Source: an optimization exercise on an open RTL-to-GDS flow (aim: small area, a short achievable clock period and few clock cycles per item). Production flows keep margins and buffers that such runs may drop.
At most, simulation tests tie the RTL to the original design; equivalence was not proved.
For runs 5 and 6, only the layout was checked, not whether the RTL still works.
Power and IR drop assume default switching activity.

## flow/design.v (module list and top-level ports; edited modules follow where they fit)
// module des_key_sched: 47 lines
// module des_round_f: 48 lines
// module des_sbox1: 136 lines
// module des_sbox2: 129 lines
// module des_sbox3: 117 lines
// module des_sbox4: 126 lines
// module des_sbox5: 147 lines
// module des_sbox6: 140 lines
// module des_sbox7: 134 lines
// module des_sbox8: 134 lines
// module des_engine: 82 lines
// module des_wb_regs: 78 lines
// module des_top: 51 lines
module des_top (
  input  logic        clk,
  input  logic        rst,
  input  logic        wb_cyc_i,
  input  logic        wb_stb_i,
  input  logic        wb_we_i,
  input  logic [2:0]  wb_adr_i,
  input  logic [31:0] wb_dat_i,
  output logic        wb_ack_o,
  output logic [31:0] wb_dat_o
);
  // ...
==> flow/flow/run.sh <==
#!/bin/bash
# Standard layout, with plain buffers on the ports instead of the delay cells
# buffer_ports picks by default.
set -euo pipefail
export BUFFER_PORTS_ARGS="-buffer_cell sky130_fd_sc_hd__buf_2"
bash standard.sh finish > make_finish.log 2>&1
==> flow/standard.sh <==
#!/bin/bash
# synth_recipe.tcl (not shown) runs the flow's synth.tcl, then flattens the netlist and writes it again
# the make line also repeats each setting of config.mk as NAME=value (left out here)
make -C /OpenROAD-flow-scripts/flow DESIGN_CONFIG=/design/flow/config.mk WORK_HOME=/design/flow/orfs CLKGATE_MAP_FILE= SYNTH_SCRIPT=/design/flow/synth_recipe.tcl "${@:-finish}"
==> flow/config.mk <==
export PLATFORM = sky130hd
export DESIGN_NAME = des_top
export DESIGN_NICKNAME = des_top
export VERILOG_FILES = /design/flow/design.v
export SDC_FILE = /design/flow/constraint.sdc
export NUM_CORES = 4
export LEC_CHECK = 0
export CAP_MARGIN = 20
export CORE_MARGIN = 2
export CORE_UTILIZATION = 40
export SETUP_SLACK_MARGIN = 4.0
export SLEW_MARGIN = 20
==> flow/constraint.sdc <==
create_clock -name core_clock -period 6.5 [get_ports {clk}]
set_input_delay 1.3000 -clock core_clock [delete_from_list [all_inputs] [get_ports {clk}]]
set_output_delay 1.3000 -clock core_clock [all_outputs]
set_load 0.01 [all_outputs]
==> results.json, run 1 <==
{
  "clock_skew_ns": 0.0257,
  "grt_start_max_net_pins": 73,
  "hold_class": "reg -> reg",
  "worst-setup-path-type": "reg -> reg",
  "floorplan.initialDensity": 0.407,
  "via_count": 15375,
  "post_drt_wl_per_cell_um": 24.0,
  "signal_buffers": 199,
  "dominant_cells": "multi-input combinational cells",
  "top_power_group": "combinational logic",
  "final_core_utilization": 0.509,
  "core_area_mm2": 0.0421,
  "fin_worst_hold_slack_ns": 0.445,
  "detailroute.wirelength.met3_um": 5240,
  "fp.dieW_um": 211,
  "relative_area_change_from_synthesis_to_final_layout_pct": 24.9,
  "dpl_hpwl_um": 35500,
  "postSynthAreaPerCell_um2": 9.75,
  "cts_made_buffers": 35,
  "post-synth-top-area-cell": "sky130_fd_sc_hd__edfxtp_1",
  "cell_chain_of_the_critical_path": "xnor2_4 -> inv_2 -> ha_4 -> ha_4 -> a211oi_1 -> o221ai_1 -> nand3b_1 -> a2111oi_4 -> buf_6 -> mux2i_1 -> a21oi_1",
  "critical_path_s_largest_stage_delay_ns": 0.38,
  "synth_compound_gate_area_share": 0.230,
  "hold-path-endpoint": "wb_regs_inst.ack_q$_SDFF_PP0_",
  "nets": 1951,
  "drt_iter0_markers": 1946,
  "port_buffers": 72,
  "antenna_found_initial": 0,
  "leading_cell_type_in_the_layout_fill_and_taps_excluded": "sky130_fd_sc_hd__edfxtp_1",
  "inverters": 42,
  "clkTransAtPathRegs_ns": 0.06,
  "via_count_of_the_first_global_routing_pass": 14306,
  "drt_drc_violations_left": 0,
  "slew_worst_pin_ns": 0.818,
  "outcome": "complete, no violations",
  "grt_util_met1": 0.358,
  "gr-usage-all-layers": 0.257,
  "post_synth_main_area_contributors": "sky130_fd_sc_hd__edfxtp_1 28%, sky130_fd_sc_hd__dfxtp_1 15%, sky130_fd_sc_hd__mux2i_1 4.9%",
  "critical_path.max_fanout": 5,
  "final_hold_viol_count": 0,
  "yosys.cell_count.top_type": "sky130_fd_sc_hd__edfxtp_1"
}
Testbench counts, summed over its fixed seeds: cycles 8,512, items 384.
==> run 2: changes to the inputs <==
--- a/flow/config.mk
+++ b/flow/config.mk
@@ -11,2 +11,3 @@
 export SETUP_SLACK_MARGIN = 4.0
 export SLEW_MARGIN = 20
+export TNS_END_PERCENT = 0
==> run 2 against run 1 <==
Design area is 6.9% lower. Critical endpoint is now engine_inst.r_q[24]$_DFF_P_. Area after synthesis stayed put. Synthesized cell count stayed put. Still clean. Routed wire length is 4.0% lower. Clock skew is 0.0093 ns lower. Sequential share of layout area is 2.2 points higher. Flip-flop and latch count stayed put. Worst setup slack worse by 0.17 ns. First-iteration DRC count is 8.2% lower. Clock power is 22% lower.
==> results.json, run 2 <==
{
  "peakVddDrop_mv": 0.237,
  "critical_path.startpoint_type": "register",
  "die_area_mm2": 0.0446,
  "ctsHtreeMaxLevel": 1,
  "edff_count_synth": 162,
  "layout_cell_area_excl_fill_mm2": 0.0199,
  "clock_skew_ns": 0.0164,
  "floorplan.initialDensity": 0.407,
  "syn-cell-area_mm2": 0.0172,
  "clockRootBuffer": "sky130_fd_sc_hd__clkbuf_16",
  "nets": 1873,
  "clk_latency_ns": 0.57,
  "cts.sinks": 291,
  "drt_drc_violations_left": 0,
  "relSlewSlack": 0.358,
  "n_fill_cell": 3864,
  "cellPowerDensity_mw_per_mm2": 394,
  "clkTransAtPathRegs_ns": 0.06,
  "drt_wl_total_um": 56100,
  "postSynthAreaPerCell_um2": 9.75,
  "power_leakage_nw": 7.37,
  "slew_worst_pin_ns": 0.963,
  "synth.top_cell.area_share": 0.284,
  "tritoncts": "yes",
  "synthDistinctLibCells": 72,
  "timing.max_cap.violations": 0,
  "via_count_of_the_first_global_routing_pass": 13942,
  "worstPathRequired_ns": 6.90,
  "synth-seq-cells": 291,
  "period_needed_ns": 2.70,
  "synth_fp_nets": 1847,
  "num_antenna_cells": 0,
  "multi_input_comb_area_mm2": 0.00987,
  "outcome": "complete, no violations",
  "worst-setup-path-type": "reg -> reg",
  "rsz_0062_raised_after_global_routing": "yes",
  "post-synth-top-area-cell": "sky130_fd_sc_hd__edfxtp_1",
  "floorplan.die.height_um": 211,
  "critical_path.max_fanout": 5,
  "drt_iter0_markers": 1786,
  "cts_made_buffers": 29,
  "via_count": 14998,
  "gr-usage-all-layers": 0.247,
  "post_synth_most_frequent_cells": "162 x sky130_fd_sc_hd__edfxtp_1, 149 x sky130_fd_sc_hd__nand2_1, 135 x sky130_fd_sc_hd__o21ai_0, 129 x sky130_fd_sc_hd__dfxtp_1, 104 x sky130_fd_sc_hd__clkbuf_1",
  "leading_cell_type_in_the_layout_fill_and_taps_excluded": "sky130_fd_sc_hd__edfxtp_1",
  "hold_class": "reg -> reg",
  "post_synth_main_area_contributors": "sky130_fd_sc_hd__edfxtp_1 28%, sky130_fd_sc_hd__dfxtp_1 15%, sky130_fd_sc_hd__mux2i_1 4.9%",
  "io_pins": 73,
  "route.detailed.vias_per_inst": 6.39,
  "grt_first_pass_wirelength_um": 85300,
  "port_buffers": 72,
  "post_drt_wl_per_cell_um": 23.9,
  "clk_path_buf_depth": 3,
  "postSynth.asyncResetShare": 0,
  "setup.worst_path.end_class": "register",
  "setup_viol": 0,
  "synth_sequential_area_ratio": 0.434,
  "antenna_found_initial": 0,
  "dpl_hpwl_um": 37100,
  "final_core_utilization": 0.473,
  "postPlaceCellArea_mm2": 0.0180,
  "relative_area_change_from_synthesis_to_final_layout_pct": 16.2,
  "drtAntennaViolNets": 0,
  "worst_slack_ns": 3.80,
  "grt.overflow.total": 0,
  "post_route_cells_drive_above_1_share": 0.203,
  "post_synth_inst_count": 1759,
  "power_mw": 7.87,
  "num_rows": 75,
  "clock.fmax_mhz": 370,
  "finalWeightedCongestion": 0.932,
  "grt_start_max_net_pins": 72,
  "arrival_time_at_the_worst_endpoint_ns": 3.10,
  "final_cell_mix": "162 x sky130_fd_sc_hd__edfxtp_1, 149 x sky130_fd_sc_hd__nand2_1, 135 x sky130_fd_sc_hd__o21ai_0",
  "min_period_over_period": 0.416,
  "dominantRegCellSynth": "sky130_fd_sc_hd__edfxtp_1",
  "core_area_mm2": 0.0421,
  "synth-warning-count": 4,
  "timing_max_transition_violations_final": 0,
  "drtPass1Iterations": 6,
  "worst_setup_slack_before_clock_tree_synthesis_ns": 2.94,
  "final_hold_viol_count": 0,
  "area_used_by_sequential_logic_in_the_layout_mm2": 0.00753,
  "final.setup.tns_ns": 0,
  "fp.dieW_um": 211,
  "yosys.cell_count.top_type": "sky130_fd_sc_hd__edfxtp_1"
}
## run 2: through the flow
step           cells  hold WS [ns]
6_report        2346         0.438
5_1_grt         2346         0.479
4_1_cts         2342         0.436
3_5_place_dp    2256         0.427
3_3_place_gp    2255         0.429
2_1_floorplan   1759         0.418
## run 2: routing by layer
layer | vias to the layer above | global-route usage | part of all wire
met4 | 0 | 0.0665 | 0.025
met5 | - | 0 | 0
met3 | 82 | 0.0366 | 0.091
met1 | 7335 | 0.354 | 0.43
li1 | 6733 | - | -
met2 | 848 | 0.391 | 0.45
## run 2: cell families (layout without fill, tap and decap cells)
kind of cell | after synthesis | after routing | synth area share
simple gates | 422 | 422 | 0.112
compound gates | 566 | 568 | 0.230
flops | 291 | 291 | 0.434
mux | 132 | 132 | 0.0805
xor+xnor | 119 | 119 | 0.0666
fa+ha+maj | 49 | 49 | 0.0356
buf+inv | 180 | 226 | 0.0418
## run 2: worst max-delay path, stage by stage (launching register included)
cell	delay, ns
sky130_fd_sc_hd__dfxtp_1	0.52
sky130_fd_sc_hd__xor2_4	0.24
sky130_fd_sc_hd__buf_4	0.15
sky130_fd_sc_hd__ha_1	0.28
sky130_fd_sc_hd__a221o_1	0.37
sky130_fd_sc_hd__a31oi_1	0.24
sky130_fd_sc_hd__nand3_1	0.29
sky130_fd_sc_hd__xor2_1	0.23
sky130_fd_sc_hd__o22ai_1	0.14
sky130_fd_sc_hd__a21oi_1	0.06
## run 2: worst paths after layout
kind / start / to / slack, ns / cells after the start
max: engine_inst.key_sched_inst.d_q[25]$_DFF_P_ / engine_inst.r_q[24]$_DFF_P_ / 3.80 / 9
min reg2reg: wb_regs_inst.ack_q$_SDFF_PP0_ / wb_regs_inst.ack_q$_SDFF_PP0_ / 0.44 / 1
max reg2reg: engine_inst.key_sched_inst.d_q[25]$_DFF_P_ / engine_inst.r_q[24]$_DFF_P_ / 3.80 / 9
min: wb_regs_inst.ack_q$_SDFF_PP0_ / wb_regs_inst.ack_q$_SDFF_PP0_ / 0.44 / 1
## run 2: repair_timing
| item | 4_1_cts | 5_1_grt |
|---|---|---|
| hold buffers | 0 | 0 |
| pin swaps | 20 | 1 |
| resized for setup | 132 | 11 |
| setup endpoints to repair | 216 | 181 |
| cloned | 2 | 0 |
| setup buffers | 31 | 4 |
## run 2: area by class of cell
class	instances	share of cell area
Clock inverter	16	0.00533
Multi-Input combinational cell	1290	0.495
Inverter	42	0.00891
Clock buffer	37	0.0379
Tap cell	539	0.0338
Timing Repair Buffer	131	0.0415
Sequential cell	291	0.378
## run 2: report_power, final
group	internal, mW	leakage (nW)	switching, mW
sequential	2.17	2.64	0.371
clock	0.858	0.420	0.705
combinational	1.53	4.31	2.23
==> run 3: changes to the inputs <==
--- a/flow/config.mk
+++ b/flow/config.mk
@@ -9,4 +9,6 @@
 export CORE_MARGIN = 2
 export CORE_UTILIZATION = 40
+export CTS_CLUSTER_DIAMETER = 100
+export CTS_CLUSTER_SIZE = 30
 export SETUP_SLACK_MARGIN = 4.0
 export SLEW_MARGIN = 20
==> run 3 against run 2 <==
Cell count decreased by 1.4%. First-iteration DRC count up 2.0%. Critical path depth is 1 lower. Sequential power about the same. Non-clock buffer count down 2. Combinational power shrank 1%. Worst hold slack better by 0.0056 ns. Routed wire length is 0.79% lower. Register-to-register slack is essentially flat. Die area unchanged. Area after synthesis did not move. Highest routed layer unchanged.
==> results.json, run 3 <==
{
  "outcome": "complete, no violations",
  "dp.cells": 2256,
  "post_drt_wl_per_cell_um": 24.1,
  "setup_viol": 0,
  "post_synth_inst_count": 1759,
  "critical_path.startpoint_type": "register",
  "drt_wl_total_um": 55600,
  "multi_input_comb_area_mm2": 0.00984,
  "pwr-share-clk": 0.133,
  "postPlaceCellArea_mm2": 0.0180,
  "arrival_time_at_the_worst_endpoint_ns": 3.08,
  "synthDistinctLibCells": 72,
  "area_used_by_sequential_logic_in_the_layout_mm2": 0.00753,
  "dpl_hpwl_um": 37100,
  "power_leakage_nw": 7.11,
  "worst_reg2reg_path_depth": 8,
  "die_area_mm2": 0.0446,
  "gr-usage-all-layers": 0.244,
  "ctsHtreeMaxLevel": 1,
  "min-delay-start": "wb_regs_inst.ack_q$_SDFF_PP0_",
  "min_period_over_period": 0.416,
  "period_needed_ns": 2.70,
  "final_hold_viol_count": 0,
  "layout_cell_area_excl_fill_mm2": 0.0194,
  "synth-seq-cells": 291,
  "clk_latency_ns": 0.52,
  "drt_iter0_markers": 1822,
  "setup.worst_path.end_class": "register",
  "core_area_mm2": 0.0421,
  "post_route_cells_drive_above_1_share": 0.191,
  "critical_path.max_fanout": 14,
  "port_buffers": 72,
  "post_synth_main_area_contributors": "sky130_fd_sc_hd__edfxtp_1 28%, sky130_fd_sc_hd__dfxtp_1 15%, sky130_fd_sc_hd__mux2i_1 4.9%",
  "edff_count_synth": 162,
  "worst_slack_ns": 3.80,
  "yosys.cell_count.top_type": "sky130_fd_sc_hd__edfxtp_1",
  "grt_start_max_net_pins": 72,
  "clockRootBuffer": "sky130_fd_sc_hd__clkbuf_16",
  "post_synth_most_frequent_cells": "162 x sky130_fd_sc_hd__edfxtp_1, 149 x sky130_fd_sc_hd__nand2_1, 135 x sky130_fd_sc_hd__o21ai_0, 129 x sky130_fd_sc_hd__dfxtp_1, 104 x sky130_fd_sc_hd__clkbuf_1",
  "worstPathRequired_ns": 6.88,
  "io_pins": 73,
  "relative_area_change_from_synthesis_to_final_layout_pct": 13.0,
  "power.share.combinational": 0.516,
  "antenna_found_initial": 1,
  "fin_worst_hold_slack_ns": 0.444,
  "timing.rr.start": "engine_inst.r_q[29]$_DFF_P_",
  "cts.sinks": 291,
  "switching_power_mw": 3.15,
  "timing.max_cap.violations": 0,
  "n_fill_cell": 3920,
  "hold_class": "reg -> reg",
  "clock_skew_ns": 0.0294,
  "internal_power_mw": 4.06,
  "worst_setup_slack_before_clock_tree_synthesis_ns": 2.94,
  "drt_drc_violations_left": 0,
  "timing_max_transition_violations_final": 0,
  "fp.dieW_um": 211,
  "via_count_of_the_first_global_routing_pass": 13763,
  "clk_path_buf_depth": 3,
  "floorplan.initialDensity": 0.407,
  "power_mw": 7.21,
  "tritoncts": "yes",
  "drtPass1Iterations": 6,
  "num_rows": 75,
  "clkTransAtPathRegs_ns": 0.12,
  "proportion_of_power_drawn_by_flip_flops_and_latches": 0.351,
  "dominantRegCellSynth": "sky130_fd_sc_hd__edfxtp_1",
  "grt.overflow.total": 0,
  "synth-warning-count": 4,
  "finalWeightedCongestion": 0.932,
  "final-instance-count-excl-fill": 2313,
  "cellPowerDensity_mw_per_mm2": 372,
  "synth.top_cell.area_share": 0.284,
  "leading_cell_type_in_the_layout_fill_and_taps_excluded": "sky130_fd_sc_hd__edfxtp_1",
  "postSynth.asyncResetShare": 0,
  "relSlewSlack": 0.316,
  "synth_fp_nets": 1847,
  "postSynthAreaPerCell_um2": 9.75,
  "synth_sequential_area_ratio": 0.434,
  "via_count": 14812,
  "worst-setup-path-type": "reg -> reg",
  "clock.fmax_mhz": 370,
  "hold-path-endpoint": "wb_regs_inst.ack_q$_SDFF_PP0_",
  "final_core_utilization": 0.460,
  "floorplan.die.height_um": 211,
  "slew_worst_pin_ns": 1.03,
  "final.setup.tns_ns": 0,
  "netSwitchingFraction": 0.437,
  "cts_made_buffers": 13,
  "post-synth-top-area-cell": "sky130_fd_sc_hd__edfxtp_1",
  "nets": 1856,
  "rsz_0062_raised_after_global_routing": "yes",
  "syn-cell-area_mm2": 0.0172,
  "final_cell_mix": "162 x sky130_fd_sc_hd__edfxtp_1, 149 x sky130_fd_sc_hd__nand2_1, 135 x sky130_fd_sc_hd__o21ai_0",
  "peakVddDrop_mv": 0.290,
  "worstHoldPathCells": 1,
  "crit-reg2reg-capture": "engine_inst.r_q[15]$_DFF_P_",
  "grt_first_pass_wirelength_um": 83700,
  "cts_hold_repair.buffers": 0,
  "drtAntennaViolNets": 0,
  "route.detailed.vias_per_inst": 6.40,
  "reg2reg_setup_slack_ns": 3.80
}
==> run 3: logic make-up (layout without fill, tap and decap cells) <==
group / count (synthesis) / count (layout) / share of synthesized area
AO/OA/AOI/OAI: 566 / 569 / 0.230
AND/OR/NAND/NOR: 422 / 422 / 0.112
flip-flops: 291 / 291 / 0.434
buffers and inverters: 180 / 191 / 0.0418
multiplexers: 132 / 132 / 0.0805
XOR/XNOR: 119 / 119 / 0.0666
adder cells (fa/ha/maj): 49 / 49 / 0.0356
other: 0 / 1 / 0
==> run 3: power by group through the flow <==
| stage | clock network [mW] | registers, mW | logic, mW |
|---|---|---|---|
| global placement | 0 | 2.49 | 3.24 |
| finish | 0.960 | 2.53 | 3.72 |
| detailed placement | 0 | 2.49 | 3.27 |
| global route | 1.03 | 2.56 | 4.04 |
| floorplan | 0 | 2.32 | 2.57 |
| CTS | 0.971 | 2.51 | 3.61 |
==> run 3: worst max path at each step <==
stage                     cells past startpoint                          end                   startpoint
after detailed placement                     11  engine_inst.r_q[21]$_DFF_P_  engine_inst.r_q[11]$_DFF_P_
after global placement                       11  engine_inst.r_q[21]$_DFF_P_  engine_inst.r_q[11]$_DFF_P_
final                                         8  engine_inst.r_q[15]$_DFF_P_  engine_inst.r_q[29]$_DFF_P_
after global routing                          8   engine_inst.r_q[1]$_DFF_P_  engine_inst.r_q[29]$_DFF_P_
after CTS                                    11  engine_inst.r_q[12]$_DFF_P_  engine_inst.r_q[17]$_DFF_P_
after floorplan                              11  engine_inst.r_q[10]$_DFF_P_   engine_inst.r_q[3]$_DFF_P_
==> run 3: final cells by class <==
cell class                 count  area share
tap                          539      0.0348
sequential                   291       0.388
inverter                      42     0.00897
clock buffer                  17      0.0175
multi-input combinational   1291       0.507
clock inverter                 3     0.00116
timing repair buffer         129      0.0419
antenna                        1    0.000129
==> run 3: critical path: stages (launching register included) <==
cell,delay [ns]
sky130_fd_sc_hd__dfxtp_1,0.61
sky130_fd_sc_hd__xnor2_2,0.30
sky130_fd_sc_hd__a211oi_1,0.30
sky130_fd_sc_hd__nor3_1,0.07
sky130_fd_sc_hd__a2111oi_0,0.49
sky130_fd_sc_hd__o22ai_1,0.36
sky130_fd_sc_hd__xor2_1,0.24
sky130_fd_sc_hd__o22ai_1,0.16
sky130_fd_sc_hd__a21oi_1,0.06
==> run 3: per-layer routing <==
metal / up-vias / part of all wire / GRT usage
met1: 7205 / 0.42 / 0.343
met5: - / 0 / 0
li1: 6697 / - / -
met4: 0 / 0.037 / 0.0881
met2: 811 / 0.44 / 0.374
met3: 99 / 0.10 / 0.0482
==> run 3: repair_timing <==
item / in CTS / in global routing
resized for setup: 118 / 18
setup endpoints to repair: 216 / 207
hold endpoints to repair: 0 / 0
pin swaps: 20 / 2
setup buffers: 30 / 3
gates cloned: 3 / 0
==> run 4: changes to the inputs <==
==> flow/run.sh (new file) <==
#!/bin/bash
# synth_recipe.tcl (not shown) runs the flow's synth.tcl, then flattens the netlist and writes it again
# the make line also repeats each setting of config.mk as NAME=value (left out here)
make -C /OpenROAD-flow-scripts/flow DESIGN_CONFIG=/design/flow/config.mk WORK_HOME=/design/flow/orfs CLKGATE_MAP_FILE= SYNTH_SCRIPT=/design/flow/synth_recipe.tcl finish
--- a/flow/config.mk
+++ b/flow/config.mk
@@ -9,7 +9,4 @@
 export CORE_MARGIN = 2
 export CORE_UTILIZATION = 40
-export CTS_CLUSTER_DIAMETER = 100
-export CTS_CLUSTER_SIZE = 30
 export SETUP_SLACK_MARGIN = 4.0
 export SLEW_MARGIN = 20
-export TNS_END_PERCENT = 0
removed: flow/flow/run.sh
removed: flow/standard.sh
==> run 4 against run 3 <==
Clock power increased by 83%. Routed wire length increased by 5.9%. Largest power group unchanged. Die area unchanged. Combinational power increased by 19%. Largest cell class unchanged.
==> results.json, run 4 <==
{
  "floorplan.die.height_um": 211,
  "drtAntennaViolNets": 0,
  "floorplan.initialDensity": 0.407,
  "timing_max_transition_violations_final": 0,
  "drtPass1Iterations": 7,
  "syn-cell-area_mm2": 0.0172,
  "min_period_over_period": 0.386,
  "arrival_time_at_the_worst_endpoint_ns": 2.95,
  "clk_path_buf_depth": 3,
  "cell_chain_of_the_critical_path": "xor2_4 -> ha_4 -> nand2_4 -> and3_4 -> a221o_1 -> a2111oi_4 -> buf_6 -> mux2i_4 -> a21oi_2",
  "port_buffers": 72,
  "dpl_hpwl_um": 36600,
  "relative_area_change_from_synthesis_to_final_layout_pct": 27.7,
  "critical_path_s_largest_stage_delay_ns": 0.41,
  "post_drt_wl_per_cell_um": 24.1,
  "post-synth-top-area-cell": "sky130_fd_sc_hd__edfxtp_1",
  "slowest_stage": "sky130_fd_sc_hd__dfxtp_4",
  "via_count": 15497,
  "setup_viol": 0,
  "finalWeightedCongestion": 0.920,
  "cellPowerDensity_mw_per_mm2": 397,
  "setup.worst_path.end_class": "register",
  "drt_drc_violations_left": 0,
  "post_route_cells_drive_above_1_share": 0.260,
  "worst_setup_path_startpoint": "engine_inst.r_q[14]$_DFF_P_",
  "critical_path.max_fanout": 5,
  "clkTransAtPathRegs_ns": 0.06,
  "power_leakage_nw": 8.02,
  "dominantRegCellSynth": "sky130_fd_sc_hd__edfxtp_1",
  "final.setup.tns_ns": 0,
  "timing.max_cap.violations": 0,
  "num_rows": 75,
  "reg2reg_setup_slack_ns": 3.99,
  "post_synth_inst_count": 1759,
  "clk_latency_ns": 0.58,
  "outcome": "complete, no violations",
  "hold_class": "reg -> reg",
  "synth-seq-cells": 291,
  "critical_path.endpoint": "engine_inst.r_q[7]$_DFF_P_",
  "worst_reg2reg_path_depth": 9,
  "io_pins": 73,
  "crit-reg2reg-capture": "engine_inst.r_q[7]$_DFF_P_",
  "drt_iter0_markers": 1864,
  "cts_made_buffers": 31,
  "rsz_0062_raised_after_global_routing": "yes",
  "post_synth_main_area_contributors": "sky130_fd_sc_hd__edfxtp_1 28%, sky130_fd_sc_hd__dfxtp_1 15%, sky130_fd_sc_hd__mux2i_1 4.9%",
  "timing.rr.start": "engine_inst.r_q[14]$_DFF_P_",
  "leading_cell_type_in_the_layout_fill_and_taps_excluded": "sky130_fd_sc_hd__edfxtp_1",
  "tritoncts": "yes",
  "gr-usage-all-layers": 0.252,
  "slew_worst_pin_ns": 0.758,
  "postSynthAreaPerCell_um2": 9.75,
  "clockRootBuffer": "sky130_fd_sc_hd__clkbuf_16",
  "final_hold_viol_count": 0,
  "antenna_found_initial": 0,
  "relSlewSlack": 0.494,
  "peakVddDrop_mv": 0.208,
  "nets": 1969,
  "drt_wl_total_um": 58900,
  "cts.sinks": 291,
  "synthDistinctLibCells": 72,
  "num_antenna_cells": 0,
  "grt.overflow.total": 0,
  "post_synth_most_frequent_cells": "162 x sky130_fd_sc_hd__edfxtp_1, 149 x sky130_fd_sc_hd__nand2_1, 135 x sky130_fd_sc_hd__o21ai_0, 129 x sky130_fd_sc_hd__dfxtp_1, 104 x sky130_fd_sc_hd__clkbuf_1",
  "die_area_mm2": 0.0446,
  "critical_path.startpoint_type": "register",
  "fp.dieW_um": 211,
  "clock.fmax_mhz": 399,
  "postSynth.asyncResetShare": 0,
  "grt_first_pass_wirelength_um": 87300,
  "worst-setup-path-type": "reg -> reg",
  "period_needed_ns": 2.51,
  "edff_count_synth": 162,
  "n_fill_cell": 3657,
  "worstPathRequired_ns": 6.94,
  "layout_cell_area_excl_fill_mm2": 0.0219,
  "ctsHtreeMaxLevel": 1,
  "synth_sequential_area_ratio": 0.434,
  "synth.top_cell.area_share": 0.284,
  "synth-warning-count": 4,
  "via_count_of_the_first_global_routing_pass": 14512,
  "clock_skew_ns": 0.0203,
  "route.detailed.vias_per_inst": 6.34,
  "final_cell_mix": "162 x sky130_fd_sc_hd__edfxtp_1, 148 x sky130_fd_sc_hd__nand2_1, 131 x sky130_fd_sc_hd__o21ai_0",
  "min-delay-start": "wb_regs_inst.ack_q$_SDFF_PP0_",
  "yosys.cell_count.top_type": "sky130_fd_sc_hd__edfxtp_1",
  "grt_start_max_net_pins": 85,
  "core_area_mm2": 0.0421,
  "synth_fp_nets": 1847,
  "postPlaceCellArea_mm2": 0.0184
}
-- run 4: cell counts after synthesis --
Identical to the previous run, type by type.
-- run 4: critical path, delay by kind of cell, from the launching register on --
family          cells  cell delay, ns
compound gates      3            0.76
xor+xnor            1            0.33
fa+ha+maj           1            0.21
buf+inv             1            0.19
flops               1            0.41
mux                 1            0.23
simple gates        2            0.24
-- run 4: repair_timing --
action | CTS | global route
pin swaps | 39 | 45
gates cloned | 6 | 4
resized for setup | 274 | 110
buffers inserted | 67 | 53
endpoints found under the setup margin | 300 | 158
hold buffers | 0 | 0
-- run 4: per-layer routing --
metal / GRT usage / routed length (µm) / up-vias
met5: 0 / 0 / -
met4: 0.0627 / 1340 / 0
met3: 0.0303 / 4610 / 100
met2: 0.419 / 28200 / 777
met1: 0.350 / 24700 / 7664
li1: - / - / 6956
-- run 4: how the worst min path moves through the flow --
stage | to | slack (ns) | depth (start not counted)
final | wb_regs_inst.ack_q$_SDFF_PP0_ | 0.44 | 1
after global routing | wb_regs_inst.ack_q$_SDFF_PP0_ | 0.49 | 1
after CTS | wb_regs_inst.ack_q$_SDFF_PP0_ | 0.45 | 1
after detailed placement | wb_regs_inst.dat_q[0]$_DFF_P_ | 0.44 | 2
after global placement | wb_regs_inst.ack_q$_SDFF_PP0_ | 0.44 | 1
after floorplan | wb_regs_inst.dat_q[0]$_DFF_P_ | 0.42 | 2
-- run 4: kinds of logic after synthesis --
| family | count (synthesis) | share of synthesized area |
|---|---|---|
| flip-flops | 291 | 0.434 |
| buffers and inverters | 180 | 0.0418 |
| AND/OR/NAND/NOR | 422 | 0.112 |
| adder cells (fa/ha/maj) | 49 | 0.0356 |
| AO/OA/AOI/OAI | 566 | 0.230 |
| multiplexers | 132 | 0.0805 |
| XOR/XNOR | 119 | 0.0666 |
-- run 4: stage by stage --
stage | utilization | setup slack, ns | total power [mW] | hold WS, ns | cells
finish | 0.520 | 3.99 | 8.70 | 0.444 | 2445
global route | 0.520 | 3.88 | 9.14 | 0.489 | 2445
CTS | 0.499 | 3.85 | 8.18 | 0.453 | 2388
detailed placement | 0.437 | 2.64 | 5.80 | 0.441 | 2257
global placement | 0.437 | 2.66 | 5.75 | 0.437 | 2256
floorplan | - | 3.94 | 4.91 | 0.418 | 1759
-- run 4: final cells by class --
type / instances / area, µm² / area share
Timing Repair Buffer: 217 / 1960 / 0.0897
Clock inverter: 22 / 194 / 0.00885
Clock buffer: 36 / 805 / 0.0367
Tap cell: 539 / 674 / 0.0308
Sequential cell: 291 / 7630 / 0.348
Inverter: 42 / 209 / 0.00954
Multi-Input combinational cell: 1298 / 10400 / 0.476
-- run 4: power by group --
part / leakage (nW) / internal, mW / switching (mW)
clock network: 0.492 / 1.00 / 0.752
logic: 4.88 / 1.97 / 2.45
registers: 2.65 / 2.18 / 0.346
==> module des_key_sched, before the edit <==
module des_key_sched (
  input  logic                    clk,
  input  logic                    idle,
  input  logic                    first,
  input  des_tables_pkg::block_t  key,
  input  logic                    decrypt,
  input  logic                    one,
  output des_tables_pkg::subkey_t subkey
);
  des_tables_pkg::cd_t c_q;
  des_tables_pkg::cd_t d_q;
  des_tables_pkg::cd_t c_nx;
  des_tables_pkg::cd_t d_nx;
  logic [55:0] pc1_out;
  logic [55:0] cd;
  always_comb begin
    for (int j = 0; j < 56; j++) pc1_out[55 - j] = key[64 - int'(des_tables_pkg::PC1_TABLE[(55 - j) * 7 +: 7])];
  end
  logic left;
  logic by1;
  logic s_ld, s_l1, s_l2, s_r1, s_r2;
  assign left = first || !decrypt;
  assign by1  = first ? decrypt : one;
  assign s_ld = idle;
  assign s_l1 = !idle && left && by1;
  assign s_l2 = !idle && left && !by1;
  assign s_r1 = !idle && !left && by1;
  assign s_r2 = !idle && !left && !by1;
  assign c_nx = ({28{s_ld}} & {pc1_out[28], pc1_out[55:29]}) |
                ({28{s_l1}} & {c_q[26:0], c_q[27]}) |
                ({28{s_l2}} & {c_q[25:0], c_q[27:26]}) |
                ({28{s_r1}} & {c_q[0], c_q[27:1]}) |
                ({28{s_r2}} & {c_q[1:0], c_q[27:2]});
  assign d_nx = ({28{s_ld}} & {pc1_out[0], pc1_out[27:1]}) |
                ({28{s_l1}} & {d_q[26:0], d_q[27]}) |
                ({28{s_l2}} & {d_q[25:0], d_q[27:26]}) |
                ({28{s_r1}} & {d_q[0], d_q[27:1]}) |
                ({28{s_r2}} & {d_q[1:0], d_q[27:2]});
  always_ff @(posedge clk) begin
    c_q <= c_nx;
    d_q <= d_nx;
  end
  assign cd = {c_q, d_q};
  always_comb begin
    for (int j = 0; j < 48; j++) subkey[47 - j] = cd[56 - int'(des_tables_pkg::PC2_TABLE[(47 - j) * 6 +: 6])];
  end
endmodule
==> module des_round_f, before the edit <==
module des_round_f (
  input  des_tables_pkg::half_t   r,
  input  des_tables_pkg::subkey_t subkey,
  output des_tables_pkg::half_t   f_out
);
  des_tables_pkg::subkey_t  expanded;
  des_tables_pkg::subkey_t  mixed;
  des_tables_pkg::half_t    s_out;
  always_comb begin
    for (int j = 0; j < 48; j++) expanded[47 - j] = r[32 - int'(des_tables_pkg::E_TABLE[(47 - j) * 6 +: 6])];
  end
  assign mixed = expanded ^ subkey;
  des_sbox1 sbox1_inst (
    .x0(mixed[47]), .x1(mixed[46]), .x2(mixed[45]), .x3(mixed[44]), .x4(mixed[43]), .x5(mixed[42]),
    .z0(s_out[31]), .z1(s_out[30]), .z2(s_out[29]), .z3(s_out[28])
  );
  des_sbox2 sbox2_inst (
    .x0(mixed[41]), .x1(mixed[40]), .x2(mixed[39]), .x3(mixed[38]), .x4(mixed[37]), .x5(mixed[36]),
    .z0(s_out[27]), .z1(s_out[26]), .z2(s_out[25]), .z3(s_out[24])
  );
  des_sbox3 sbox3_inst (
    .x0(mixed[35]), .x1(mixed[34]), .x2(mixed[33]), .x3(mixed[32]), .x4(mixed[31]), .x5(mixed[30]),
    .z0(s_out[23]), .z1(s_out[22]), .z2(s_out[21]), .z3(s_out[20])
  );
  des_sbox4 sbox4_inst (
    .x0(mixed[29]), .x1(mixed[28]), .x2(mixed[27]), .x3(mixed[26]), .x4(mixed[25]), .x5(mixed[24]),
    .z0(s_out[19]), .z1(s_out[18]), .z2(s_out[17]), .z3(s_out[16])
  );
  des_sbox5 sbox5_inst (
    .x0(mixed[23]), .x1(mixed[22]), .x2(mixed[21]), .x3(mixed[20]), .x4(mixed[19]), .x5(mixed[18]),
    .z0(s_out[15]), .z1(s_out[14]), .z2(s_out[13]), .z3(s_out[12])
  );
  des_sbox6 sbox6_inst (
    .x0(mixed[17]), .x1(mixed[16]), .x2(mixed[15]), .x3(mixed[14]), .x4(mixed[13]), .x5(mixed[12]),
    .z0(s_out[11]), .z1(s_out[10]), .z2(s_out[9]), .z3(s_out[8])
  );
  des_sbox7 sbox7_inst (
    .x0(mixed[11]), .x1(mixed[10]), .x2(mixed[9]), .x3(mixed[8]), .x4(mixed[7]), .x5(mixed[6]),
    .z0(s_out[7]), .z1(s_out[6]), .z2(s_out[5]), .z3(s_out[4])
  );
  des_sbox8 sbox8_inst (
    .x0(mixed[5]), .x1(mixed[4]), .x2(mixed[3]), .x3(mixed[2]), .x4(mixed[1]), .x5(mixed[0]),
    .z0(s_out[3]), .z1(s_out[2]), .z2(s_out[1]), .z3(s_out[0])
  );
  always_comb begin
    for (int j = 0; j < 32; j++) f_out[31 - j] = s_out[32 - int'(des_tables_pkg::P_TABLE[(31 - j) * 6 +: 6])];
  end
endmodule
==> module des_engine, before the edit <==
module des_engine (
  input  logic                     clk,
  input  logic                     rst,
  input  logic                     start,
  input  logic                     decrypt,
  input  des_tables_pkg::des_job_t job,
  output des_tables_pkg::block_t   result,
  output logic                     valid,
  output logic                     running,
  output logic                     busy,
  output logic                     done
);
  logic        run_q;
  logic        done_q;
  logic        valid_q;
  logic [3:0]  cnt_q;
  des_tables_pkg::half_t   l_q;
  des_tables_pkg::half_t   r_q;
  des_tables_pkg::half_t   f_val;
  des_tables_pkg::half_t   r_base;
  des_tables_pkg::half_t   l_nx;
  des_tables_pkg::half_t   r_nx;
  des_tables_pkg::subkey_t subkey;
  des_tables_pkg::block_t  ip_out;
  des_tables_pkg::block_t  preout;
  des_tables_pkg::block_t  fp_out;
  logic        near_end;
  logic        one;
  assign running  = run_q;
  assign near_end = (cnt_q[3:1] == 3'b111);
  assign busy     = run_q && !near_end;
  assign done     = done_q || (run_q && near_end);
  assign one      = (cnt_q == 4'd0) || (cnt_q == 4'd7) || (cnt_q == 4'd14);
  des_key_sched key_sched_inst (
    .clk     (clk),
    .idle    (!run_q && !start),
    .first   (start),
    .key     (job.key),
    .decrypt (decrypt),
    .one     (one),
    .subkey  (subkey)
  );
  des_round_f round_f_inst (
    .r      (r_q),
    .subkey (subkey),
    .f_out  (f_val)
  );
  assign preout = {r_q, l_q};
  always_comb begin
    for (int j = 0; j < 64; j++) begin
      ip_out[63 - j] = job.block[64 - int'(des_tables_pkg::IP_TABLE[(63 - j) * 7 +: 7])];
      fp_out[63 - j] = preout[64 - int'(des_tables_pkg::FP_TABLE[(63 - j) * 7 +: 7])];
    end
  end
  assign result = fp_out;
  assign valid  = valid_q;
  assign r_base = start ? ip_out[31:0] : (run_q ? l_q : r_q);
  assign l_nx   = start ? ip_out[63:32] : (run_q ? r_q : l_q);
  assign r_nx   = r_base ^ (f_val & {32{run_q}});
  always_ff @(posedge clk) begin
    l_q <= l_nx;
    r_q <= r_nx;
  end
  always_ff @(posedge clk) begin
    if (start) cnt_q <= '0;
    else if (run_q) cnt_q <= cnt_q + 4'd1;
  end
  always_ff @(posedge clk) begin
    if (rst) begin
      run_q   <= 1'b0;
      done_q  <= 1'b0;
      valid_q <= 1'b0;
    end else if (start) begin
      run_q   <= 1'b1;
      done_q  <= 1'b0;
      valid_q <= 1'b1;
    end else if (run_q && cnt_q == 4'd15) begin
      run_q   <= 1'b0;
      done_q  <= 1'b1;
    end
  end
endmodule
==> run 5: changes to the inputs <==
--- a/flow/design.v
+++ b/flow/design.v
@@ -138,5 +138,5 @@
   input  logic                    decrypt,
   input  logic                    one,
-  output des_tables_pkg::subkey_t subkey
+  output des_tables_pkg::subkey_t subkey_nx
 );
   des_tables_pkg::cd_t c_q;
@@ -173,22 +173,15 @@
     d_q <= d_nx;
   end
-  assign cd = {c_q, d_q};
+  assign cd = {c_nx, d_nx};
   always_comb begin
-    for (int j = 0; j < 48; j++) subkey[47 - j] = cd[56 - int'(des_tables_pkg::PC2_TABLE[(47 - j) * 6 +: 6])];
+    for (int j = 0; j < 48; j++) subkey_nx[47 - j] = cd[56 - int'(des_tables_pkg::PC2_TABLE[(47 - j) * 6 +: 6])];
   end
 endmodule
 `timescale 1ns/10ps
 module des_round_f (
-  input  des_tables_pkg::half_t   r,
-  input  des_tables_pkg::subkey_t subkey,
+  input  des_tables_pkg::subkey_t mixed,
   output des_tables_pkg::half_t   f_out
 );
-  des_tables_pkg::subkey_t  expanded;
-  des_tables_pkg::subkey_t  mixed;
   des_tables_pkg::half_t    s_out;
-  always_comb begin
-    for (int j = 0; j < 48; j++) expanded[47 - j] = r[32 - int'(des_tables_pkg::E_TABLE[(47 - j) * 6 +: 6])];
-  end
-  assign mixed = expanded ^ subkey;
   des_sbox1 sbox1_inst (
     .x0(mixed[47]), .x1(mixed[46]), .x2(mixed[45]), .x3(mixed[44]), .x4(mixed[43]), .x5(mixed[42]),
@@ -1313,5 +1306,10 @@
   des_tables_pkg::half_t   l_nx;
   des_tables_pkg::half_t   r_nx;
-  des_tables_pkg::subkey_t subkey;
+  des_tables_pkg::subkey_t subkey_nx;
+  des_tables_pkg::subkey_t x_q;
+  des_tables_pkg::subkey_t x_nx;
+  des_tables_pkg::subkey_t e_base;
+  des_tables_pkg::subkey_t e_f;
+  des_tables_pkg::half_t   f_gated;
   des_tables_pkg::block_t  ip_out;
   des_tables_pkg::block_t  preout;
@@ -1331,9 +1329,8 @@
     .decrypt (decrypt),
     .one     (one),
-    .subkey  (subkey)
+    .subkey_nx (subkey_nx)
   );
   des_round_f round_f_inst (
-    .r      (r_q),
-    .subkey (subkey),
+    .mixed  (x_q),
     .f_out  (f_val)
   );
@@ -1349,8 +1346,17 @@
   assign r_base = start ? ip_out[31:0] : (run_q ? l_q : r_q);
   assign l_nx   = start ? ip_out[63:32] : (run_q ? r_q : l_q);
-  assign r_nx   = r_base ^ (f_val & {32{run_q}});
+  assign f_gated = f_val & {32{run_q}};
+  assign r_nx    = r_base ^ f_gated;
+  always_comb begin
+    for (int j = 0; j < 48; j++) begin
+      e_base[47 - j] = r_base[32 - int'(des_tables_pkg::E_TABLE[(47 - j) * 6 +: 6])];
+      e_f[47 - j]    = f_gated[32 - int'(des_tables_pkg::E_TABLE[(47 - j) * 6 +: 6])];
+    end
+  end
+  assign x_nx = e_base ^ subkey_nx ^ e_f;
   always_ff @(posedge clk) begin
     l_q <= l_nx;
     r_q <= r_nx;
+    x_q <= x_nx;
   end
   always_ff @(posedge clk) begin
==> flow/flow/run.sh (new file) <==
#!/bin/bash
# Standard layout, with plain buffers on the ports instead of the delay cells
# buffer_ports picks by default.
set -euo pipefail
export BUFFER_PORTS_ARGS="-buffer_cell sky130_fd_sc_hd__buf_2"
bash standard.sh finish > make_finish.log 2>&1
==> flow/standard.sh (new file) <==
#!/bin/bash
# synth_recipe.tcl (not shown) runs the flow's synth.tcl, then flattens the netlist and writes it again
# the make line also repeats each setting of config.mk as NAME=value (left out here)
make -C /OpenROAD-flow-scripts/flow DESIGN_CONFIG=/design/flow/config.mk WORK_HOME=/design/flow/orfs CLKGATE_MAP_FILE= SYNTH_SCRIPT=/design/flow/synth_recipe.tcl "${@:-finish}"
removed: flow/run.sh
==> run 5 against run 4 <==
Still clean. Flip-flop and latch count is 48 higher. Design area up 1.6%. Clock-buffer cell count up 14. Critical path type unchanged. Largest cell class unchanged.
==> results.json, run 5 <==
{
  "outcome": "complete, no violations",
  "ctsHtreeMaxLevel": 2,
  "num_rows": 78,
  "syn-cell-area_mm2": 0.0183,
  "dominantRegCellSynth": "sky130_fd_sc_hd__dfxtp_1",
  "cellPowerDensity_mw_per_mm2": 416,
  "worst_slack_ns": 3.95,
  "drt_wl_total_um": 59800,
  "synth-warning-count": 4,
  "gr-usage-all-layers": 0.240,
  "synth.top_cell.area_share": 0.266,
  "cts.sinks": 339,
  "finalWeightedCongestion": 0.880,
  "fin_worst_hold_slack_ns": 0.474,
  "post_synth_main_area_contributors": "sky130_fd_sc_hd__edfxtp_1 27%, sky130_fd_sc_hd__dfxtp_1 19%, sky130_fd_sc_hd__ha_1 4.4%",
  "clock.fmax_mhz": 392,
  "grt_util_met3": 0.0522,
  "reg2reg_setup_slack_ns": 3.95,
  "drt_drc_violations_left": 0,
  "grt_first_pass_wirelength_um": 87000,
  "clkTransAtPathRegs_ns": 0.06,
  "busiest_layer": "met2",
  "hold_class": "reg -> reg",
  "via_count": 15279,
  "io_pins": 73,
  "slew_worst_pin_ns": 0.684,
  "relSlewSlack": 0.544,
  "clock_skew_ns": 0.0279,
  "final.setup.tns_ns": 0,
  "edff_count_synth": 162,
  "peakVddDrop_mv": 0.229,
  "port_buffers": 72,
  "yosys.cell_count.top_type": "sky130_fd_sc_hd__nand2_1",
  "postPlaceCellArea_mm2": 0.0190,
  "worstPathRequired_ns": 6.94,
  "post_synth_inst_count": 1778,
  "rsz_0062_raised_after_global_routing": "yes",
  "post_drt_wl_per_cell_um": 23.8,
  "final_hold_viol_count": 0,
  "cts_made_buffers": 35,
  "drtAntennaViolNets": 0,
  "critical_path.max_fanout": 6,
  "n_fill_cell": 4119,
  "worst-setup-path-type": "reg -> reg",
  "cts_hold_repair.buffers": 0,
  "period_needed_ns": 2.55,
  "multi_input_comb_area_mm2": 0.00996,
  "synth_sequential_area_ratio": 0.460,
  "registers.top_by_ff_count": "engine_inst.x_q",
  "num_antenna_cells": 0,
  "timing.max_cap.violations": 0,
  "synth-seq-cells": 339,
  "final_cell_mix": "183 x sky130_fd_sc_hd__nand2_1, 162 x sky130_fd_sc_hd__edfxtp_1, 124 x sky130_fd_sc_hd__dfxtp_1",
  "fp.dieW_um": 218,
  "worst_setup_slack_before_clock_tree_synthesis_ns": 2.99,
  "clk_latency_ns": 0.54,
  "area_used_by_sequential_logic_in_the_layout_mm2": 0.00856,
  "clk_path_buf_depth": 3,
  "drt_iter0_markers": 1930,
  "postSynth.asyncResetShare": 0,
  "synth_fp_nets": 1882,
  "crit-reg2reg-capture": "engine_inst.x_q[8]$_DFF_P_",
  "power_leakage_nw": 8.62,
  "postSynthAreaPerCell_um2": 10.3,
  "floorplan.die.height_um": 218,
  "dpl_hpwl_um": 36600,
  "layout_cell_area_excl_fill_mm2": 0.0223,
  "worst_setup_path_startpoint": "engine_inst.x_q[0]$_DFF_P_",
  "grt.overflow.total": 0,
  "setup_viol": 0,
  "grt_start_max_net_pins": 66,
  "tritoncts": "yes",
  "met2_usage": 0.372,
  "floorplan.initialDensity": 0.404,
  "die_area_mm2": 0.0474,
  "worst_reg2reg_path_depth": 10,
  "synthDistinctLibCells": 100,
  "via_count_of_the_first_global_routing_pass": 14243,
  "arrival_time_at_the_worst_endpoint_ns": 2.99,
  "setup.worst_path.end_class": "register",
  "clockRootBuffer": "sky130_fd_sc_hd__clkbuf_16",
  "post_route_cells_drive_above_1_share": 0.272,
  "post_synth_most_frequent_cells": "183 x sky130_fd_sc_hd__nand2_1, 177 x sky130_fd_sc_hd__dfxtp_1, 162 x sky130_fd_sc_hd__edfxtp_1, 97 x sky130_fd_sc_hd__a22oi_1, 83 x sky130_fd_sc_hd__nor2_1",
  "post-synth-top-area-cell": "sky130_fd_sc_hd__edfxtp_1",
  "grt_util_met1": 0.323,
  "timing.rr.start": "engine_inst.x_q[0]$_DFF_P_",
  "core_area_mm2": 0.0453,
  "route.detailed.vias_per_inst": 6.08,
  "min_period_over_period": 0.392,
  "relative_area_change_from_synthesis_to_final_layout_pct": 21.8,
  "critical_path.endpoint": "engine_inst.x_q[8]$_DFF_P_",
  "timing_max_transition_violations_final": 0,
  "largest_register_ff_count": 48,
  "nets": 1990,
  "drtPass1Iterations": 9,
  "leading_cell_type_in_the_layout_fill_and_taps_excluded": "sky130_fd_sc_hd__nand2_1",
  "antenna_found_initial": 0,
  "power_mw": 9.25,
  "critical_path.startpoint_type": "register"
}
[run 5: cell types whose count changed in the layout (fill, tap and decap cells not counted), moves of 32 or more]
cell                              previous run  this run
sky130_fd_sc_hd__a222oi_1                    2        58
sky130_fd_sc_hd__a221o_1                    58         2
sky130_fd_sc_hd__inv_1                      20        64
sky130_fd_sc_hd__nor2b_1                    34        66
sky130_fd_sc_hd__nand2_1                   148       183
sky130_fd_sc_hd__dfxtp_1                    55       124
sky130_fd_sc_hd__o21ai_0                   131        60
sky130_fd_sc_hd__mux2i_1                    83        38
sky130_fd_sc_hd__clkdlybuf4s50_1            35         0
sky130_fd_sc_hd__buf_2                       0        71
[run 5: cell type report]
class,instances,area share
Sequential cell,339,0.384
Timing Repair Buffer,184,0.0646
Clock inverter,14,0.0103
Multi-Input combinational cell,1252,0.447
Tap cell,600,0.0337
Inverter,74,0.0134
Clock buffer,50,0.0460
[run 5: logic make-up (layout without fill, tap and decap cells)]
logic type               after synthesis  count (layout)  share of synthesized area
adder cells (fa/ha/maj)               65              65                     0.0444
flip-flops                           339             339                      0.460
multiplexers                         128             128                     0.0786
XOR/XNOR                              94              94                     0.0463
AO/OA/AOI/OAI                        470             474                      0.194
AND/OR/NAND/NOR                      487             491                      0.129
buffers and inverters                195             322                     0.0472
[run 5: critical path: stages, from the launching register on]
cell and delay, ns:
sky130_fd_sc_hd__dfxtp_4 0.39, sky130_fd_sc_hd__clkinvlp_4 0.16, sky130_fd_sc_hd__ha_4 0.34, sky130_fd_sc_hd__nor2_1 0.05
sky130_fd_sc_hd__a22o_1 0.19, sky130_fd_sc_hd__a21oi_2 0.17, sky130_fd_sc_hd__a2111oi_2 0.11, sky130_fd_sc_hd__o41ai_4 0.52
sky130_fd_sc_hd__xor2_1 0.24, sky130_fd_sc_hd__buf_4 0.16, sky130_fd_sc_hd__xor2_1 0.13
[run 5: report_power, final]
group	switching, mW	internal, mW	total, mW
sequential	0.604	2.64	3.25
combinational	2.00	1.82	3.82
clock	0.841	1.34	2.18
[run 5: repair_timing]
item,4_1_cts,5_1_grt
hold endpoints to repair,0,0
resized for setup,148,96
cloned,9,3
endpoints found under the setup margin,284,169
setup buffers,23,70
pin swaps,28,56
[run 5: per-layer routing]
layer	wire [µm]	share of wire
met1	25200	0.42
met2	26900	0.45
met3	5430	0.091
met4	2300	0.038
met5	0	0
[run 5: worst min path at each step]
stage                                                            end                                        from  slack, ns  cells past startpoint
after floorplan           engine_inst.key_sched_inst.d_q[18]$_DFF_P_  engine_inst.key_sched_inst.d_q[16]$_DFF_P_       0.44                      2
final                                 wb_regs_inst.dat_q[16]$_DFF_P_           wb_regs_inst.key_hi[16]$_DFFE_PP_       0.47                      2
after global placement                 wb_regs_inst.ack_q$_SDFF_PP0_               wb_regs_inst.ack_q$_SDFF_PP0_       0.45                      1
after global routing       engine_inst.key_sched_inst.d_q[2]$_DFF_P_   engine_inst.key_sched_inst.d_q[0]$_DFF_P_       0.51                      2
after detailed placement              wb_regs_inst.dat_q[16]$_DFF_P_           wb_regs_inst.key_hi[16]$_DFFE_PP_       0.47                      2
after CTS                  engine_inst.key_sched_inst.c_q[3]$_DFF_P_   engine_inst.key_sched_inst.c_q[1]$_DFF_P_       0.48                      2
[run 5: through the flow]
stage | util | std cells
global route | 0.491 | 2513
finish | 0.491 | 2513
global placement | 0.420 | 2344
floorplan | - | 1778
CTS | 0.468 | 2440
detailed placement | 0.420 | 2344
==> run 6: changes to the inputs <==
--- a/flow/design.v
+++ b/flow/design.v
@@ -138,4 +138,5 @@
   input  logic                    decrypt,
   input  logic                    one,
+  output des_tables_pkg::subkey_t subkey,
   output des_tables_pkg::subkey_t subkey_nx
 );
@@ -146,4 +147,5 @@
   logic [55:0] pc1_out;
   logic [55:0] cd;
+  logic [55:0] cd_q;
   always_comb begin
     for (int j = 0; j < 56; j++) pc1_out[55 - j] = key[64 - int'(des_tables_pkg::PC1_TABLE[(55 - j) * 7 +: 7])];
@@ -173,7 +175,11 @@
     d_q <= d_nx;
   end
-  assign cd = {c_nx, d_nx};
+  assign cd   = {c_nx, d_nx};
+  assign cd_q = {c_q, d_q};
   always_comb begin
-    for (int j = 0; j < 48; j++) subkey_nx[47 - j] = cd[56 - int'(des_tables_pkg::PC2_TABLE[(47 - j) * 6 +: 6])];
+    for (int j = 0; j < 48; j++) begin
+      subkey_nx[47 - j] = cd[56 - int'(des_tables_pkg::PC2_TABLE[(47 - j) * 6 +: 6])];
+      subkey[47 - j]    = cd_q[56 - int'(des_tables_pkg::PC2_TABLE[(47 - j) * 6 +: 6])];
+    end
   end
 endmodule
@@ -1301,9 +1307,11 @@
   logic [3:0]  cnt_q;
   des_tables_pkg::half_t   l_q;
-  des_tables_pkg::half_t   r_q;
+  des_tables_pkg::half_t   r_cur;    
+  des_tables_pkg::subkey_t subkey;
+  des_tables_pkg::subkey_t x_key;
+  des_tables_pkg::subkey_t e_mix;
   des_tables_pkg::half_t   f_val;
   des_tables_pkg::half_t   r_base;
   des_tables_pkg::half_t   l_nx;
-  des_tables_pkg::half_t   r_nx;
   des_tables_pkg::subkey_t subkey_nx;
   des_tables_pkg::subkey_t x_q;
@@ -1329,4 +1337,5 @@
     .decrypt (decrypt),
     .one     (one),
+    .subkey    (subkey),
     .subkey_nx (subkey_nx)
   );
@@ -1335,5 +1344,5 @@
     .f_out  (f_val)
   );
-  assign preout = {r_q, l_q};
+  assign preout = {r_cur, l_q};
   always_comb begin
     for (int j = 0; j < 64; j++) begin
@@ -1344,8 +1353,12 @@
   assign result = fp_out;
   assign valid  = valid_q;
-  assign r_base = start ? ip_out[31:0] : (run_q ? l_q : r_q);
-  assign l_nx   = start ? ip_out[63:32] : (run_q ? r_q : l_q);
+  assign r_base = start ? ip_out[31:0] : (run_q ? l_q : r_cur);
+  assign l_nx   = start ? ip_out[63:32] : (run_q ? r_cur : l_q);
   assign f_gated = f_val & {32{run_q}};
-  assign r_nx    = r_base ^ f_gated;
+  assign x_key = x_q ^ subkey;
+  always_comb begin
+    r_cur = '0;
+    for (int j = 0; j < 48; j++) r_cur[32 - int'(des_tables_pkg::E_TABLE[(47 - j) * 6 +: 6])] = x_key[47 - j];
+  end
   always_comb begin
     for (int j = 0; j < 48; j++) begin
@@ -1354,8 +1367,8 @@
     end
   end
-  assign x_nx = e_base ^ subkey_nx ^ e_f;
+  assign e_mix = e_base ^ subkey_nx;
+  assign x_nx  = e_mix ^ e_f;
   always_ff @(posedge clk) begin
     l_q <= l_nx;
-    r_q <= r_nx;
     x_q <= x_nx;
   end
==> run 6 against run 5 <==
Utilization is 1.7 points lower. Highest routed layer unchanged. Largest cell class unchanged. Design area is 6.4% lower. Sequential share of layout area is 0.56 points lower. Worst hold slack worse by 0.031 ns. Die area is 3.0% lower. Clock-buffer cell count is 17 lower. Via count is 3.7% lower. Still clean.
==> results.json, run 6 <==
{
  "outcome": "complete, no violations",
  "postSynth.asyncResetShare": 0,
  "synth-warning-count": 4,
  "min_period_over_period": 0.385,
  "worst_path_dominant_cell_family": "compound AO/OA/AOI/OAI gates",
  "via_count": 14708,
  "netSwitchingFraction": 0.414,
  "postPlaceCellArea_mm2": 0.0185,
  "worst_setup_path_startpoint": "engine_inst.x_q[0]$_DFF_P_",
  "floorplan.die.height_um": 214,
  "worst-setup-path-type": "reg -> reg",
  "worst-path-buf-inv": 2,
  "final-instance-count-excl-fill": 2446,
  "power.share.combinational": 0.479,
  "port_buffers": 72,
  "crit-reg2reg-capture": "engine_inst.x_q[18]$_DFF_P_",
  "ctsHtreeMaxLevel": 1,
  "period_needed_ns": 2.50,
  "synth_sequential_area_ratio": 0.438,
  "critical_path.startpoint_type": "register",
  "final_cell_mix": "162 x sky130_fd_sc_hd__edfxtp_1, 157 x sky130_fd_sc_hd__a22oi_1, 149 x sky130_fd_sc_hd__nand2_1",
  "synth-seq-cells": 307,
  "core_area_mm2": 0.0439,
  "post_synth_most_frequent_cells": "162 x sky130_fd_sc_hd__edfxtp_1, 158 x sky130_fd_sc_hd__a22oi_1, 152 x sky130_fd_sc_hd__nand2_1, 145 x sky130_fd_sc_hd__dfxtp_1, 100 x sky130_fd_sc_hd__mux2i_1",
  "worst_slack_ns": 4.00,
  "post_synth_main_area_contributors": "sky130_fd_sc_hd__edfxtp_1 27%, sky130_fd_sc_hd__dfxtp_1 16%, sky130_fd_sc_hd__a22oi_1 6.7%",
  "clock_skew_ns": 0.0228,
  "worst_reg2reg_path_depth": 10,
  "peakVddDrop_mv": 0.256,
  "relSlewSlack": 0.497,
  "post-synth-top-area-cell": "sky130_fd_sc_hd__edfxtp_1",
  "synthDistinctLibCells": 88,
  "post_synth_inst_count": 1767,
  "cellPowerDensity_mw_per_mm2": 466,
  "synth_fp_nets": 1871,
  "hold_class": "reg -> reg",
  "setup.worst_path.end_class": "register",
  "timing.critical_path.depth": 10,
  "layout_cell_area_excl_fill_mm2": 0.0208,
  "worstPathRequired_ns": 6.94,
  "drt_drc_violations_left": 0,
  "registers.top_by_ff_count": "engine_inst.x_q",
  "slowest_stage": "sky130_fd_sc_hd__a221o_1",
  "syn-cell-area_mm2": 0.0177,
  "drtPass1Iterations": 6,
  "floorplan.initialDensity": 0.403,
  "grt_first_pass_wirelength_um": 84400,
  "grt.overflow.total": 0,
  "largest_register_ff_count": 48,
  "final_hold_viol_count": 0,
  "cts.sinks": 307,
  "final.setup.tns_ns": 0,
  "drt_wl_total_um": 56500,
  "fin_worst_hold_slack_ns": 0.443,
  "timing.max_cap.violations": 0,
  "clk_path_buf_depth": 3,
  "critical_path.max_fanout": 5,
  "reg2reg_setup_slack_ns": 4.00,
  "pwr-share-clk": 0.193,
  "arrival_time_at_the_worst_endpoint_ns": 2.94,
  "num_rows": 77,
  "critical_path_s_largest_stage_delay_ns": 0.44,
  "switching_power_mw": 4.01,
  "io_pins": 73,
  "drt_iter0_markers": 1750,
  "worst_setup_slack_before_clock_tree_synthesis_ns": 3.01,
  "yosys.cell_count.top_type": "sky130_fd_sc_hd__edfxtp_1",
  "finalWeightedCongestion": 0.891,
  "proportion_of_power_drawn_by_flip_flops_and_latches": 0.328,
  "die_area_mm2": 0.0460,
  "edff_count_synth": 162,
  "clockRootBuffer": "sky130_fd_sc_hd__clkbuf_16",
  "internal_power_mw": 5.69,
  "timing.rr.start": "engine_inst.x_q[0]$_DFF_P_",
  "nets": 1935,
  "setup_viol": 0,
  "cts_made_buffers": 28,
  "clock.fmax_mhz": 399,
  "dpl_hpwl_um": 37300,
  "leading_cell_type_in_the_layout_fill_and_taps_excluded": "sky130_fd_sc_hd__edfxtp_1",
  "postSynthAreaPerCell_um2": 10.0,
  "rsz_0062_raised_after_global_routing": "yes",
  "drtAntennaViolNets": 0,
  "dominantRegCellSynth": "sky130_fd_sc_hd__edfxtp_1",
  "final_core_utilization": 0.474,
  "dp.cells": 2320,
  "cell_chain_of_the_critical_path": "clkinvlp_4 -> ha_4 -> and3b_1 -> a31oi_1 -> o221ai_2 -> a221oi_2 -> buf_4 -> mux2i_1 -> a221o_1 -> xnor2_1",
  "gr-usage-all-layers": 0.232,
  "grt_start_max_net_pins": 66,
  "power_mw": 9.70,
  "relative_area_change_from_synthesis_to_final_layout_pct": 17.6,
  "synth.top_cell.area_share": 0.275,
  "post_route_cells_drive_above_1_share": 0.218,
  "timing_max_transition_violations_final": 0,
  "slew_worst_pin_ns": 0.747,
  "tritoncts": "yes",
  "clk_latency_ns": 0.56,
  "fp.dieW_um": 214,
  "antenna_found_initial": 1,
  "route.detailed.vias_per_inst": 6.01,
  "post_drt_wl_per_cell_um": 23.1,
  "power_leakage_nw": 8.04,
  "via_count_of_the_first_global_routing_pass": 13780,
  "critical_path.endpoint": "engine_inst.x_q[18]$_DFF_P_",
  "clkTransAtPathRegs_ns": 0.07
}
==> run 6: cell types whose count changed in the layout (fill, tap and decap cells not counted), sizes merged, moves of 17 or more <==
| cell | previous run | this run |
|---|---|---|
| dfxtp | 177 | 145 |
| a21oi | 76 | 58 |
| mux2i | 40 | 100 |
| nand2 | 184 | 152 |
| buf | 182 | 157 |
| o211ai | 11 | 74 |
| a222oi | 58 | 2 |
| a22oi | 97 | 158 |
| clkbuf | 51 | 34 |
| xnor2 | 51 | 72 |
| mux2 | 88 | 28 |
==> run 6: power groups by stage <==
stage | combinational, mW | sequential, mW | clock [mW]
after global routing | 5.05 | 3.23 | 1.96
after CTS | 4.19 | 3.13 | 1.89
final | 4.65 | 3.18 | 1.87
after global placement | 3.60 | 3.19 | 0
after floorplan | 3.19 | 2.64 | 0
after detailed placement | 3.66 | 3.20 | 0
==> run 6: how the worst min path moves through the flow <==
stage          cells after the start                                to  slack, ns                             start
3_5_place_dp                       1     wb_regs_inst.ack_q$_SDFF_PP0_       0.43     wb_regs_inst.ack_q$_SDFF_PP0_
3_3_place_gp                       1     wb_regs_inst.ack_q$_SDFF_PP0_       0.42     wb_regs_inst.ack_q$_SDFF_PP0_
4_1_cts                            1     wb_regs_inst.ack_q$_SDFF_PP0_       0.44     wb_regs_inst.ack_q$_SDFF_PP0_
2_1_floorplan                      2  engine_inst.valid_q$_SDFFE_PP0P_       0.44  engine_inst.valid_q$_SDFFE_PP0P_
5_1_grt                            1     wb_regs_inst.ack_q$_SDFF_PP0_       0.46     wb_regs_inst.ack_q$_SDFF_PP0_
6_report                           1     wb_regs_inst.ack_q$_SDFF_PP0_       0.44     wb_regs_inst.ack_q$_SDFF_PP0_
==> run 6: logic make-up (layout without fill, tap and decap cells) <==
logic type / after synthesis / after routing / synth area share
buf+inv: 195 / 276 / 0.0461
fa+ha+maj: 66 / 66 / 0.0463
xor+xnor: 127 / 127 / 0.0636
simple gates: 440 / 441 / 0.121
compound gates: 504 / 508 / 0.210
other cells: 0 / 1 / 0
mux: 128 / 128 / 0.0745
flops: 307 / 307 / 0.438
==> run 6: metal layers <==
layer | vias up | global-route usage | share of wire
met4 | 0 | 0.0546 | 0.026
met5 | - | 0 | 0
met3 | 75 | 0.0252 | 0.071
met1 | 7290 | 0.338 | 0.45
met2 | 617 | 0.369 | 0.45
li1 | 6726 | - | -
==> run 6: timing repair <==
| action | in CTS | in global routing |
|---|---|---|
| gates cloned | 5 | 2 |
| setup buffers | 41 | 25 |
| hold buffers | 0 | 0 |
| setup endpoints to repair | 200 | 68 |
| gates resized for setup | 110 | 72 |
| pin swaps | 20 | 25 |
==> run 6: layout make-up <==
class	instances	area [µm²]
fillers	4126	23100
multi-input cells	1270	9710
inverters	65	259
clock buffers	33	771
repair buffers	159	1180
diodes	1	2.50
well taps	592	741
clock inverters	19	282
flip-flops and latches	307	7890
==> run 6: worst register-to-register path: stages (launching register included) <==
cell and delay (ns):
sky130_fd_sc_hd__dfxtp_4 0.38, sky130_fd_sc_hd__clkinvlp_4 0.20, sky130_fd_sc_hd__ha_4 0.33, sky130_fd_sc_hd__and3b_1 0.16, sky130_fd_sc_hd__a31oi_1 0.17, sky130_fd_sc_hd__o221ai_2 0.13, sky130_fd_sc_hd__a221oi_2 0.18, sky130_fd_sc_hd__buf_4 0.17
sky130_fd_sc_hd__mux2i_1 0.07, sky130_fd_sc_hd__a221o_1 0.44, sky130_fd_sc_hd__xnor2_1 0.16

-- afterwards: timing with drivers on the ports --
How much do the figures lean on ideal ports? The routed layouts below were timed once more, with nothing changed but the port constraints. Step 1 (the two cells are an assumption about what drives the block):
set clk [get_ports {clk}]
set_driving_cell -lib_cell sky130_fd_sc_hd__clkbuf_16 $clk
set_driving_cell -lib_cell sky130_fd_sc_hd__buf_2 [delete_from_list [all_inputs] $clk]
Step 2 moves the port delays by t, midway between the first and last clock arrival at a register: inputs arrive t later, outputs are due t later. That takes back most of the time a late clock gives input paths. Three values: ideal ports, drivers, drivers and shift; two values: the first two.
run | t, ns | slack for setup (ns) | latest minus earliest clock arrival (ns)
run 1 | 0.593 | 3.967 / 3.967 / 3.490 | 0.025 / 0.025
run 2 | 0.614 | 3.798 / 3.798 / 3.284 | 0.018 / 0.018
run 3 | 0.555 | 3.796 / 3.796 / 3.308 | 0.031 / 0.031
run 4 | 0.623 | 3.993 / 3.961 / 3.403 | 0.021 / 0.021
run 5 | 0.579 | 3.952 / 3.952 / 3.453 | 0.029 / 0.029
run 6 | 0.603 | 3.995 / 3.995 / 3.462 | 0.023 / 0.023
After both steps setup and hold are still met in every run listed. The setup slack of run 4, which loses most, moves by -0.032 ns with the drivers and by -0.590 ns with both steps.
